This design comes from an exercise in tuning for small area and a short achievable clock period on the open sky130 flow, not from production work. Only simulation tests tie the RTL to the original design; equivalence was not proved. No activity file was given, so power comes from the tool's default toggle rates.

## alpha
==> flow/design.v (excerpt) <==
module twiddle_mult
#(
    parameter int DATA_W    = 32,
    parameter int START_CNT = 64
) (
    input  logic              clk,
    input  logic              rst_n,
    input  logic [7:0]        cnt,
    input  logic [DATA_W-1:0] data_in,
    output logic [DATA_W-1:0] data_out
);
Size: about 1600 cells after synthesis, roughly 74 I/O pins, about 17000 um2 of cells after synthesis.
clock: 8.0 ns
lec_check: 0
cap_margin: 20
core_margin: 2
core_utilization: 35
place_density: 0.4
setup_slack_margin: 3.0
slew_margin: 20
synth_hierarchical: 1
synth_minimum_keep_size: 0
tns_end_percent: 100
standard.sh (not shown) runs the stock make flow with config.mk's settings and CLKGATE_MAP_FILE= SYNTH_SCRIPT=/design/flow/synth_recipe.tcl, a recipe that flattens the netlist after the stock synthesis.
==> flow/flow/run.sh <==
#!/bin/bash
# Standard layout, except that the port buffers are buf_4 cells instead of the
# default choice (a slow delay buffer). Every port still gets its own buffer.
set -euo pipefail
export BUFFER_PORTS_ARGS="-buffer_cell sky130_fd_sc_hd__buf_4"
bash standard.sh finish > standard_finish.log 2>&1
### alpha -> beta
- CELL_PAD_IN_SITES_DETAIL_PLACEMENT newly set to 1
- PLACE_DENSITY removed (was 0.4)
- SETUP_SLACK_MARGIN changed from 3.0 to 3.4
- CELL_PAD_IN_SITES_GLOBAL_PLACEMENT newly set to 1
- CORE_UTILIZATION changed from 35 to 40
Findings:
- The wire length per cell reported for beta is greater than that of alpha by about 4.4%.
- Max inserted tap cell count across alpha and beta: alpha
- beta: area growth from synthesis to layout 9.4 points above alpha
- Max fraction of power consumed by combinational cells across alpha and beta: beta
- Changes observed in beta relative to alpha: stage delay of the slowest cell on the critical path picked up an extra 0.06 ns, worst max-slew margin expressed relative to the limit lost 3.1 points.
Edits applied to the flow inputs when going from beta to gamma:
- an added PLACE_DENSITY of 0.4
- a deleted CELL_PAD_IN_SITES_DETAIL_PLACEMENT that had been 1
- a change of CORE_UTILIZATION from 40 to 35
- a deleted CELL_PAD_IN_SITES_GLOBAL_PLACEMENT that had been 1
## What came out
Antenna diode instance count, gamma and beta: larger value in beta
In gamma, wire length is lower than in beta.
[gamma] largest voltage drop on the vdd net rose 14% relative to beta
Per the comparison of gamma with beta, final instance area lower, final setup slack of the worst path higher.

## violet
twiddle_mult, a different RTL version from the one above (not shown whole).
Size: roughly 2100 cells after synthesis, ~74 I/O pins, ~20000 µm² of cells after synthesis.
// twiddle_mult
module twiddle_mult
#(
    parameter int DATA_W    = 32,
    parameter int START_CNT = 64
) (
    input  logic              clk,
    input  logic              rst_n,
    input  logic [7:0]        cnt,
    input  logic [DATA_W-1:0] data_in,
    output logic [DATA_W-1:0] data_out
);
clock: 8.0 ns
lec_check: 0
cap_margin: 20
core_margin: 2
core_utilization: 40
setup_slack_margin: 4.1
slew_margin: 20
synth_hierarchical: 1
synth_minimum_keep_size: 0
tns_end_percent: 100
Scripts as last shown in full above: flow/flow/run.sh
violet: full flow OK, the timing, DRC and antenna checks passed
### violet -> cedar
# violet
export LEC_CHECK = 0
export CAP_MARGIN = 20
export CORE_MARGIN = 2
export CORE_UTILIZATION = 40
export SETUP_SLACK_MARGIN = 4.1
export SLEW_MARGIN = 20
export SYNTH_HIERARCHICAL = 1
export SYNTH_MINIMUM_KEEP_SIZE = 0
export TNS_END_PERCENT = 100
create_clock -name core_clock -period 8.0 [get_ports {clk}]
# cedar
export LEC_CHECK = 0
export CAP_MARGIN = 20
export CORE_MARGIN = 2
export CORE_UTILIZATION = 40
export SETUP_SLACK_MARGIN = 3.3
export SLEW_MARGIN = 20
export SYNTH_HIERARCHICAL = 1
export SYNTH_MINIMUM_KEEP_SIZE = 0
export TNS_END_PERCENT = 100
create_clock -name core_clock -period 8.0 [get_ports {clk}]
## What came out
- As far as number of max-slew violations in the final report goes, cedar and violet are indistinguishable; the numbers are identical.
- Routing usage on met1, violet and cedar, lower one = cedar.
- cedar vs. violet: part of the power in combinational logic decreased 5.1 points; time the worst path needs with I/O delays and setup has increased; final worst-path setup slack has decreased; clock network fraction of design power grew by 2.5 points; reported sequential group power essentially unchanged.
- cedar vs violet, total power consumption of the routed design went down by 14%.
- | total length of routed wires | cedar vs violet | better |

separate check: timing with driven ports:
The results above use ideal ports. As a check the final layouts listed here were re-extracted and re-timed, cells and wires unchanged.
Step 1: set_driving_cell puts a clkbuf_16 on clk and a buf_2 on each other input, an assumption about the parent block.
Step 2 also shifts input and output timing later by t, the mid clock arrival at the registers, as if the neighbouring blocks saw the same clock.
Slacks: ideal / step 1 / step 2; pairs: ideal / step 1.
run	t, ns	slack for setup (ns)	hold slack, ns
alpha	0.534	3.080 / 3.115 / 2.581	1.114 / 1.114 / 1.114
beta	0.542	3.311 / 3.274 / 2.732	1.139 / 1.139 / 1.139
gamma	0.530	3.369 / 3.323 / 2.792	1.125 / 1.125 / 1.125
violet	0.516	3.769 / 3.561 / 3.045	1.239 / 1.239 / 1.239
cedar	0.507	3.522 / 3.464 / 3.022	1.231 / 1.231 / 1.231
After both steps every run listed still meets setup and hold. The setup slack of violet, which loses most, moves by -0.208 ns with the drivers and by -0.724 ns with both steps.
